Background: an optimization exercise with open tools, aiming at small area, a short achievable clock period and few clock cycles. Do not read the settings as production practice.
Only simulation tests tie the RTL to the original design; equivalence was not proved.
No activity file was given, so power comes from the tool's default toggle rates.

$ cat flow/run.sh
#!/bin/bash
# synth_recipe.tcl (not shown) runs the flow's synth.tcl, then flattens the netlist and writes it again
# the make line also repeats each setting of config.mk as NAME=value (left out here)
make -C /OpenROAD-flow-scripts/flow DESIGN_CONFIG=/design/flow/config.mk WORK_HOME=/design/flow/orfs CLKGATE_MAP_FILE= SYNTH_SCRIPT=/design/flow/synth_recipe.tcl finish
$ cat flow/config.mk
export PLATFORM = sky130hd
export DESIGN_NAME = dualCoreSystem
export DESIGN_NICKNAME = dualCoreSystem
export VERILOG_FILES = /design/flow/design.v
export SDC_FILE = /design/flow/constraint.sdc
export NUM_CORES = 4
export LEC_CHECK = 0
export CAP_MARGIN = 20
export CORE_MARGIN = 2
export CORE_UTILIZATION = 30
export SLEW_MARGIN = 20
$ cat flow/constraint.sdc
create_clock -name core_clock -period 7.0 [get_ports {CLK}]
set_input_delay 1.4000 -clock core_clock [delete_from_list [all_inputs] [get_ports {CLK}]]
set_output_delay 1.4000 -clock core_clock [all_outputs]
set_load 0.01 [all_outputs]
$ cat flow/design.v
module syncRam (
	input logic CLK,
	input logic [7:0] address,
	input logic [7:0] data,
	input logic wren,
	output logic [7:0] q
);
	logic [7:0] mem [0:255];
	always_ff @(posedge CLK) begin
		if (wren) begin
			mem[address] <= data;
		end
	end
	always_ff @(posedge CLK) begin
		q <= mem[address];
	end
endmodule
module memArbiter (
	input logic CLK,
	input logic rstN,
	input logic run,
	input logic [2:0] reqRden,
	input logic [2:0] reqWren,
	input logic [23:0] reqAddress,
	input logic [23:0] reqData,
	output logic [2:0] rspAcq,
	output logic [23:0] rspQ,
	output logic [7:0] ramAddress,
	output logic [7:0] ramData,
	output logic ramWren,
	input logic [7:0] ramQ
);
	logic [2:0] pending;
	logic [1:0] grantIdx;
	logic [1:0] lastGrant;
	logic [1:0] rdOwner;
	logic granted;
	logic rdValid;
	assign pending[0] = reqRden[0] | reqWren[0];
	assign pending[1] = reqRden[1] | reqWren[1];
	assign pending[2] = (reqRden[2] | reqWren[2]) & ~run;
	always_comb begin
		granted = 1'b0;
		grantIdx = lastGrant;
		case (lastGrant)
			2'd0: begin
				if (pending[1]) begin granted = 1'b1; grantIdx = 2'd1; end
				else if (pending[2]) begin granted = 1'b1; grantIdx = 2'd2; end
				else if (pending[0]) begin granted = 1'b1; grantIdx = 2'd0; end
			end
			2'd1: begin
				if (pending[2]) begin granted = 1'b1; grantIdx = 2'd2; end
				else if (pending[0]) begin granted = 1'b1; grantIdx = 2'd0; end
				else if (pending[1]) begin granted = 1'b1; grantIdx = 2'd1; end
			end
			default: begin
				if (pending[0]) begin granted = 1'b1; grantIdx = 2'd0; end
				else if (pending[1]) begin granted = 1'b1; grantIdx = 2'd1; end
				else if (pending[2]) begin granted = 1'b1; grantIdx = 2'd2; end
			end
		endcase
	end
	always_comb begin
		case (grantIdx)
			2'd0: begin
				ramAddress = reqAddress[7:0];
				ramData = reqData[7:0];
				ramWren = granted & reqWren[0];
			end
			2'd1: begin
				ramAddress = reqAddress[15:8];
				ramData = reqData[15:8];
				ramWren = granted & reqWren[1];
			end
			default: begin
				ramAddress = reqAddress[23:16];
				ramData = reqData[23:16];
				ramWren = granted & reqWren[2];
			end
		endcase
	end
	assign rspAcq[0] = granted && grantIdx == 2'd0;
	assign rspAcq[1] = granted && grantIdx == 2'd1;
	assign rspAcq[2] = granted && grantIdx == 2'd2;
	assign rspQ[7:0] = (rdValid && rdOwner == 2'd0) ? ramQ : 8'd0;
	assign rspQ[15:8] = (rdValid && rdOwner == 2'd1) ? ramQ : 8'd0;
	assign rspQ[23:16] = (rdValid && rdOwner == 2'd2) ? ramQ : 8'd0;
	always_ff @(posedge CLK or negedge rstN) begin
		if (!rstN) begin
			lastGrant <= 2'd2;
			rdValid <= 1'b0;
			rdOwner <= 2'd0;
		end else begin
			rdValid <= granted & (grantIdx == 2'd0 ? reqRden[0] :
				grantIdx == 2'd1 ? reqRden[1] : reqRden[2]);
			if (granted) begin
				lastGrant <= grantIdx;
				rdOwner <= grantIdx;
			end
		end
	end
endmodule
module core #(
	parameter int coreId = 0
) (
	input logic CLK,
	input logic rstN,
	input logic go,
	output logic iRden,
	output logic [7:0] iAddress,
	input logic iAcq,
	input logic [7:0] iQ,
	output logic dRden,
	output logic dWren,
	output logic [7:0] dAddress,
	output logic [7:0] dData,
	input logic dAcq,
	input logic [7:0] dQ,
	output logic busy,
	output logic halted
);
	localparam logic [2:0] IDLE = 3'd0;
	localparam logic [2:0] FETCH = 3'd1;
	localparam logic [2:0] DECODE = 3'd2;
	localparam logic [2:0] MEMOP = 3'd3;
	localparam logic [2:0] HALTED = 3'd4;
	localparam logic [2:0] LOAD = 3'd0;
	localparam logic [2:0] STORE = 3'd1;
	localparam logic [2:0] ADD = 3'd2;
	localparam logic [2:0] SUB = 3'd3;
	localparam logic [2:0] AND = 3'd4;
	localparam logic [2:0] XOR = 3'd5;
	localparam logic [2:0] JNZ = 3'd6;
	localparam logic [2:0] HALT = 3'd7;
	localparam logic [7:0] windowBase = 8'(coreId * 32);
	logic [2:0] state;
	logic [4:0] pc;
	logic [7:0] acc;
	logic [7:0] instr;
	logic dataPhase;
	logic [2:0] fetchedOp;
	logic [2:0] curOp;
	logic [4:0] curOperand;
	assign fetchedOp = iQ[7:5];
	assign curOp = instr[7:5];
	assign curOperand = instr[4:0];
	assign iRden = state == FETCH;
	assign iAddress = windowBase + {3'b000, pc};
	assign dRden = state == MEMOP && !dataPhase && curOp != STORE;
	assign dWren = state == MEMOP && !dataPhase && curOp == STORE;
	assign dAddress = windowBase + {3'b000, curOperand};
	assign dData = acc;
	assign busy = state == FETCH || state == DECODE || state == MEMOP;
	assign halted = state == HALTED;
	always_ff @(posedge CLK or negedge rstN) begin
		if (!rstN) begin
			state <= IDLE;
			pc <= 5'd0;
			dataPhase <= 1'b0;
		end else begin
			case (state)
				IDLE, HALTED: begin
					if (go) begin
						state <= FETCH;
						pc <= 5'd0;
						dataPhase <= 1'b0;
					end
				end
				FETCH: begin
					if (iAcq) begin
						state <= DECODE;
					end
				end
				DECODE: begin
					pc <= pc + 5'd1;
					case (fetchedOp)
						JNZ: begin
							if (acc != 8'd0) begin
								pc <= iQ[4:0];
							end
							state <= FETCH;
						end
						HALT: state <= HALTED;
						default: state <= MEMOP;
					endcase
				end
				MEMOP: begin
					if (dataPhase) begin
						dataPhase <= 1'b0;
						state <= FETCH;
					end else if (dAcq) begin
						dataPhase <= 1'b1;
					end
				end
				default: state <= IDLE;
			endcase
		end
	end
	always_ff @(posedge CLK) begin
		if (state == DECODE) begin
			instr <= iQ;
		end
		if ((state == IDLE || state == HALTED) && go) begin
			acc <= 8'd0;
		end else if (state == MEMOP && dataPhase) begin
			case (curOp)
				LOAD: acc <= dQ;
				ADD: acc <= acc + dQ;
				SUB: acc <= acc - dQ;
				AND: acc <= acc & dQ;
				XOR: acc <= acc ^ dQ;
				default: acc <= acc;
			endcase
		end
	end
endmodule
module runControl (
	input logic CLK,
	input logic rstN,
	input logic start,
	input logic [1:0] busy,
	input logic [1:0] halted,
	output logic go,
	output logic run,
	output logic done,
	output logic [31:0] cycleCount
);
	logic startD;
	logic startRise;
	assign startRise = start & ~startD & ~run;
	always_ff @(posedge CLK or negedge rstN) begin
		if (!rstN) begin
			startD <= 1'b0;
			go <= 1'b0;
			run <= 1'b0;
			done <= 1'b0;
			cycleCount <= 32'd0;
		end else begin
			startD <= start;
			go <= startRise;
			if (startRise) begin
				done <= 1'b0;
				cycleCount <= 32'd0;
			end else if (|busy) begin
				cycleCount <= cycleCount + 32'd1;
			end
			if (go) begin
				run <= 1'b1;
			end else if (run && &halted) begin
				run <= 1'b0;
				done <= 1'b1;
			end
		end
	end
endmodule
module dualCoreSystem (
	input logic CLK,
	input logic rstN,
	input logic start,
	input logic hostIRden,
	input logic hostIWren,
	input logic [7:0] hostIAddress,
	input logic [7:0] hostIData,
	output logic hostIAcq,
	output logic [7:0] hostIQ,
	input logic hostDRden,
	input logic hostDWren,
	input logic [7:0] hostDAddress,
	input logic [7:0] hostDData,
	output logic hostDAcq,
	output logic [7:0] hostDQ,
	output logic done,
	output logic [31:0] cycleCount
);
	logic [2:0] iRden;
	logic [2:0] iWren;
	logic [23:0] iAddress;
	logic [23:0] iData;
	logic [2:0] iAcq;
	logic [23:0] iQ;
	logic [2:0] dRden;
	logic [2:0] dWren;
	logic [23:0] dAddress;
	logic [23:0] dData;
	logic [2:0] dAcq;
	logic [23:0] dQ;
	logic [7:0] iramAddress;
	logic [7:0] dramAddress;
	logic [7:0] iramData;
	logic [7:0] dramData;
	logic [7:0] iramQ;
	logic [7:0] dramQ;
	logic iramWren;
	logic dramWren;
	logic [1:0] coreBusy;
	logic [1:0] coreHalted;
	logic go;
	logic run;
	assign iRden[2] = hostIRden;
	assign iWren[2] = hostIWren;
	assign iAddress[23:16] = hostIAddress;
	assign iData[23:16] = hostIData;
	assign hostIAcq = iAcq[2];
	assign hostIQ = iQ[23:16];
	assign dRden[2] = hostDRden;
	assign dWren[2] = hostDWren;
	assign dAddress[23:16] = hostDAddress;
	assign dData[23:16] = hostDData;
	assign hostDAcq = dAcq[2];
	assign hostDQ = dQ[23:16];
	assign iWren[1:0] = 2'b00;
	assign iData[15:0] = 16'd0;
	core #(.coreId(0)) core0 (
		.CLK(CLK), .rstN(rstN), .go(go),
		.iRden(iRden[0]), .iAddress(iAddress[7:0]), .iAcq(iAcq[0]), .iQ(iQ[7:0]),
		.dRden(dRden[0]), .dWren(dWren[0]), .dAddress(dAddress[7:0]), .dData(dData[7:0]),
		.dAcq(dAcq[0]), .dQ(dQ[7:0]),
		.busy(coreBusy[0]), .halted(coreHalted[0])
	);
	core #(.coreId(1)) core1 (
		.CLK(CLK), .rstN(rstN), .go(go),
		.iRden(iRden[1]), .iAddress(iAddress[15:8]), .iAcq(iAcq[1]), .iQ(iQ[15:8]),
		.dRden(dRden[1]), .dWren(dWren[1]), .dAddress(dAddress[15:8]), .dData(dData[15:8]),
		.dAcq(dAcq[1]), .dQ(dQ[15:8]),
		.busy(coreBusy[1]), .halted(coreHalted[1])
	);
	memArbiter irammemc (
		.CLK(CLK), .rstN(rstN), .run(run),
		.reqRden(iRden), .reqWren(iWren), .reqAddress(iAddress), .reqData(iData),
		.rspAcq(iAcq), .rspQ(iQ),
		.ramAddress(iramAddress), .ramData(iramData), .ramWren(iramWren), .ramQ(iramQ)
	);
	syncRam iram (
		.CLK(CLK), .address(iramAddress), .data(iramData), .wren(iramWren), .q(iramQ)
	);
	memArbiter drammemc (
		.CLK(CLK), .rstN(rstN), .run(run),
		.reqRden(dRden), .reqWren(dWren), .reqAddress(dAddress), .reqData(dData),
		.rspAcq(dAcq), .rspQ(dQ),
		.ramAddress(dramAddress), .ramData(dramData), .ramWren(dramWren), .ramQ(dramQ)
	);
	syncRam dram (
		.CLK(CLK), .address(dramAddress), .data(dramData), .wren(dramWren), .q(dramQ)
	);
	runControl runCtrl (
		.CLK(CLK), .rstN(rstN), .start(start), .busy(coreBusy), .halted(coreHalted),
		.go(go), .run(run), .done(done), .cycleCount(cycleCount)
	);
endmodule
==> impl_results.rst <==
.. list-table::
   :header-rows: 1

   * - Metric
     - Value
   * - Status
     - no timing/DRC/antenna violations
   * - Synthesized instance count
     - 11000
   * - Worst IR Drop VDD
     - between 0.0007 and 0.0008 V
   * - Worst slew pin tran
     - ~1.2 ns
   * - CTS Buffer Depth
     - 4
   * - Fin nets
     - 11700
   * - Most common library cell in the layout ignoring fill and taps
     - sky130_fd_sc_hd__edfxtp_1
   * - Final core area utilization
     - 0.348
   * - Clock latency of the later-clocked register in the worst-skew pair
     - roughly 0.96 ns
   * - Combinational family with the most area after synthesis
     - simple AND/OR/NAND/NOR gates
   * - CTS tree
     - done
   * - Standard cell with the maximum stage delay on the critical path
     - sky130_fd_sc_hd__nor4_1
   * - Share of async-settable or async-resettable flops after synthesis
     - 0.0147
   * - GR Overflow Total
     - 0
   * - Max-cap violations
     - 0
   * - Worst-path cell chain
     - nor4bb_1 > o21ai_0 > and4_4 > o21ai_4 > buf_12 > buf_12 > buf_12 > mux4_2 > a22oi_1 > a21oi_1 > nor4_1 > buf_4 > o32ai_1 > buf_4
   * - Vias per Instance
     - roughly 5.3
   * - Critical Path AT
     - around 7 ns
   * - Mapped cell area
     - about 170000 µm²
   * - Number of gates on the worst path with buffers counted
     - 14
   * - Number of placement rows
     - about 280
   * - Required @ worst endpoint
     - 7.83 ns
   * - Leak pwr
     - 0.0651 µW
   * - Final max-slew violation count
     - 0
   * - Die ar.
     - around 570000 µm²
   * - Worst-path clk slew
     - 0.06 ns
   * - Top-Level Pins
     - 90
   * - Final worst path period share
     - 0.883
   * - Synth cell types
     - about 110
   * - Area of the core region
     - about 560000 µm²
   * - Buffers & Inverters on Critical Path
     - 5
   * - Cell type group with the largest total delay on the critical path
     - simple AND/OR/NAND/NOR gates
   * - Share of synthesized cell area in and, or, nand and nor gates
     - 0.0977
   * - Max_slew headroom
     - 0.168
   * - Layout cell share with drive strength beyond 1
     - 0.158
   * - Root buffer selected by CTS
     - sky130_fd_sc_hd__clkbuf_16
   * - Global-route wire length before repair
     - roughly 720 mm
   * - Sequential share of the synthesized area
     - 0.741
   * - Worst setup path class
     - register to register
   * - Synth-to-layout area growth
     - 15.8%
   * - Number of hold violations in the final report
     - 0
   * - Iteration-0 DRC count of the detailed router
     - 13500
   * - Total number of vias
     - 102000
   * - Final setup violation count
     - 0
   * - CTS Hold Bufs
     - 0
   * - Primary FF master, synth
     - sky130_fd_sc_hd__edfxtp_1
   * - Total GRT Usage
     - 0.171
   * - Worst clock skew
     - just under 0.05 ns
   * - Number of clock sinks seen by CTS
     - approximately 4200
   * - Starting utilization of the core area
     - 0.301
   * - Maximum number of pins on one net before global-route repair
     - ~210
   * - Number of enable-type register cells in the synthesized netlist
     - between 4000 and 5000
   * - Stage delay of the slowest cell on the critical path
     - 0.90 ns
   * - Number of antenna violations at the first check in global routing
     - 18
   * - Critical path capture point type
     - register
   * - Placer congestion estimate
     - approximately 0.87
   * - Htree depth
     - 5
   * - Total routed wirelength
     - 506 mm
   * - Height of the die
     - ~760 µm
   * - Fraction of synthesized area in multiplexers
     - 0.0790
   * - Final antenna-violating net count
     - 0
   * - FILL cells
     - 53200
   * - Mean routed wirelength per cell
     - around 26 µm
   * - Die Width
     - around 760 µm
   * - Number of global-route vias before repair
     - between 90000 and 100k
   * - Reg2reg path depth
     - 14
   * - TritonCTS Buffers
     - about 400
   * - Endpoint of the worst-slack reg-to-reg timing path
     - iram.q[2]
   * - Place WS
     - 0.0137 ns
   * - Worst Slack Setup Final
     - 0.820 ns
   * - Number of warnings printed during yosys synthesis
     - 5
   * - First-pass detailed-route iteration total
     - 6
   * - Final critical delay including setup and external delays
     - approximately 6 ns
   * - Launch point of the worst path
     - irammemc.rdOwner[0]
   * - Power density normalized to cell area
     - 516 nW/µm²
   * - Post-CTS setup buffer count
     - 0
   * - Maximum achievable frequency
     - between 150 and 200 MHz
   * - Post-synthesis xor/xnor area fraction
     - 0.00263
   * - Number of I/O port buffers
     - 89
   * - Startpoint type of the worst setup path
     - register
   * - Sum Neg Setup Slack
     - 0 ns
   * - Compound-cell area share of the yosys netlist
     - 0.0534
   * - Post-synthesis average cell area
     - 15.4 µm²
   * - Worst reg2reg setup slack
     - just over 0.8 ns
   * - Post-CTS sizing
     - 0
   * - Cell seen most often among critical-path stages
     - sky130_fd_sc_hd__buf_12
   * - Number of design rule violations left after detail routing
     - 0
   * - Unrepaired setup endpoints after global routing
     - no
   * - Net count after synthesis
     - between 10000 and 15000
   * - Highest-count cells in the layout ignoring fill and taps
     - 4112 x sky130_fd_sc_hd__edfxtp_1, 2031 x sky130_fd_sc_hd__nand2_1, 713 x sky130_fd_sc_hd__nand3_1, 700 x sky130_fd_sc_hd__nor2_1, 683 x sky130_fd_sc_hd__buf_4
   * - Reg-to-reg startpoint
     - irammemc.rdOwner[0]
   * - Total of flip-flops plus latches after synthesis
     - roughly 4200
   * - Path class of the lowest-slack min-delay path
     - register to register
   * - Worst-path fanout max
     - 21
   * - Post-synthesis adder-cell area fraction
     - 0.00282
   * - Detail Placement HPWL
     - ~320 mm
   * - Crit path to
     - iram.q[2]
-- synthesized netlist by cell type, drive strengths merged (58+ instances only) --
cell | count | area [µm²]
nor2 | 710 | 2670
a311oi | 67 | 587
and3 | 79 | 497
edfxtp | 4112 | 123000
nand2 | 2062 | 7740
mux2i | 324 | 3240
clkbuf | 280 | 1160
buf | 430 | 2640
and2 | 58 | 363
a211oi | 106 | 801
o21ai | 127 | 654
mux4 | 443 | 10100
a31oi | 129 | 807
a32oi | 110 | 963
a21oi | 364 | 1830
nand3 | 713 | 3570
dfrtp | 60 | 1500
a22oi | 160 | 1200
-- worst min-delay path: stages, from the launching register on --
cell and delay, ns:
sky130_fd_sc_hd__dfrtp_1 0.35, sky130_fd_sc_hd__inv_1 0.05, sky130_fd_sc_hd__o32ai_1 0.09
-- report_power, final --
part           leakage, µW  internal (µW)  switching, µW
registers           0.0388          31500            545
clock network      0.00615          12000           9490
logic               0.0202          15500          32300
-- routing by layer --
layer | wire [µm] | part of all wire | vias to the layer above | track usage
met2 | 232000 | 0.46 | 5026 | 0.268
li1 | - | - | 43500 | -
met5 | 61 | 0.00012 | - | 0
met4 | 22400 | 0.044 | 10 | 0.0663
met1 | 204000 | 0.40 | 52500 | 0.236
met3 | 46400 | 0.092 | 951 | 0.0301
-- worst min-delay path by stage --
stage | startpoint | endpoint | slack (ns) | cells past startpoint
CTS | irammemc.rdOwner[1] | irammemc.rdOwner[1] | 0.52 | 1
global placement | irammemc.rdOwner[1] | irammemc.rdOwner[1] | 0.50 | 1
floorplan | irammemc.rdOwner[1] | irammemc.rdOwner[1] | 0.48 | 1
global route | irammemc.rdOwner[1] | irammemc.rdOwner[1] | 0.54 | 1
finish | runCtrl.done | runCtrl.done | 0.53 | 2
detailed placement | irammemc.rdOwner[1] | irammemc.rdOwner[1] | 0.51 | 1
-- final cells by class --
class | count | area (µm²) | area share
sequential | 4206 | 126000 | 0.640
tap | 7506 | 9390 | 0.0478
antenna | 7 | 17.5 | 0.0000892
timing repair buffer | 878 | 8140 | 0.0414
clock buffer | 481 | 10300 | 0.0525
inverter | 49 | 244 | 0.00124
clock inverter | 225 | 2300 | 0.0117
multi-input combinational | 6060 | 40300 | 0.205
-- cells by family after synthesis --
logic type	after synthesis
AOI/OAI and AO/OA	1327
adders and majority gates	37
xor gates and xnor gates	51
muxes	771
DFF	4206
buffers and inverters	759
and+or+nand+nor	3874
-- through the flow --
step / hold slack [ns] / std cells / total power (µW) / cell area [µm²]
3_3_place_gp: 0.499 / 18700 / 79700 / 184000
5_1_grt: 0.541 / 19400 / 105000 / 196000
3_5_place_dp: 0.508 / 18700 / 80000 / 184000
4_1_cts: 0.521 / 19400 / 101000 / 196000
6_report: 0.526 / 19400 / 101000 / 196000
2_1_floorplan: 0.480 / 11000 / 61500 / 170000
-- sequential cells by signal, indices dropped and copies added, names as in the netlist, 2 cells and up --
name,cells
irammemc.rdOwner,2
core0.acc,8
iram.mem,2048
core1.pc,5
core1.instr,8
core1.acc,8
iram.q,8
dram.mem,2048
drammemc.rdOwner,2
core0.instr,8
runCtrl.cycleCount,32
core0.pc,5
core0.state,3
dram.q,8
core1.state,3
Testbench counts, summed over its fixed seeds: cycles 414,308.

-- what the ideal ports hide --
No port has a modelled driver above. Below, the same layout with a new extraction and two added sets of constraints.
Step 1 sets driving cells, clkbuf_16 on the clock port and buf_2 on the other inputs (assumed; they add their load-dependent delay and slew).
Step 2 moves the port delays by t, midway between the first and last clock arrival at a register: inputs arrive t later, outputs are due t later. That takes back most of the time a late clock gives input paths.
a / b / c = no drivers / after step 1 / after step 2; a / b = the first two.
t, ns: 1.048
setup slack, ns: 0.820 / 0.820 / -0.091
hold WS [ns]: 0.526 / 0.526 / 0.526
cell pins on the clock port's net: 1
Met with ideal ports but missed after step 2: setup timing in this run. The setup slack of this run moves by 0.000 ns with the drivers and by -0.911 ns with both steps.
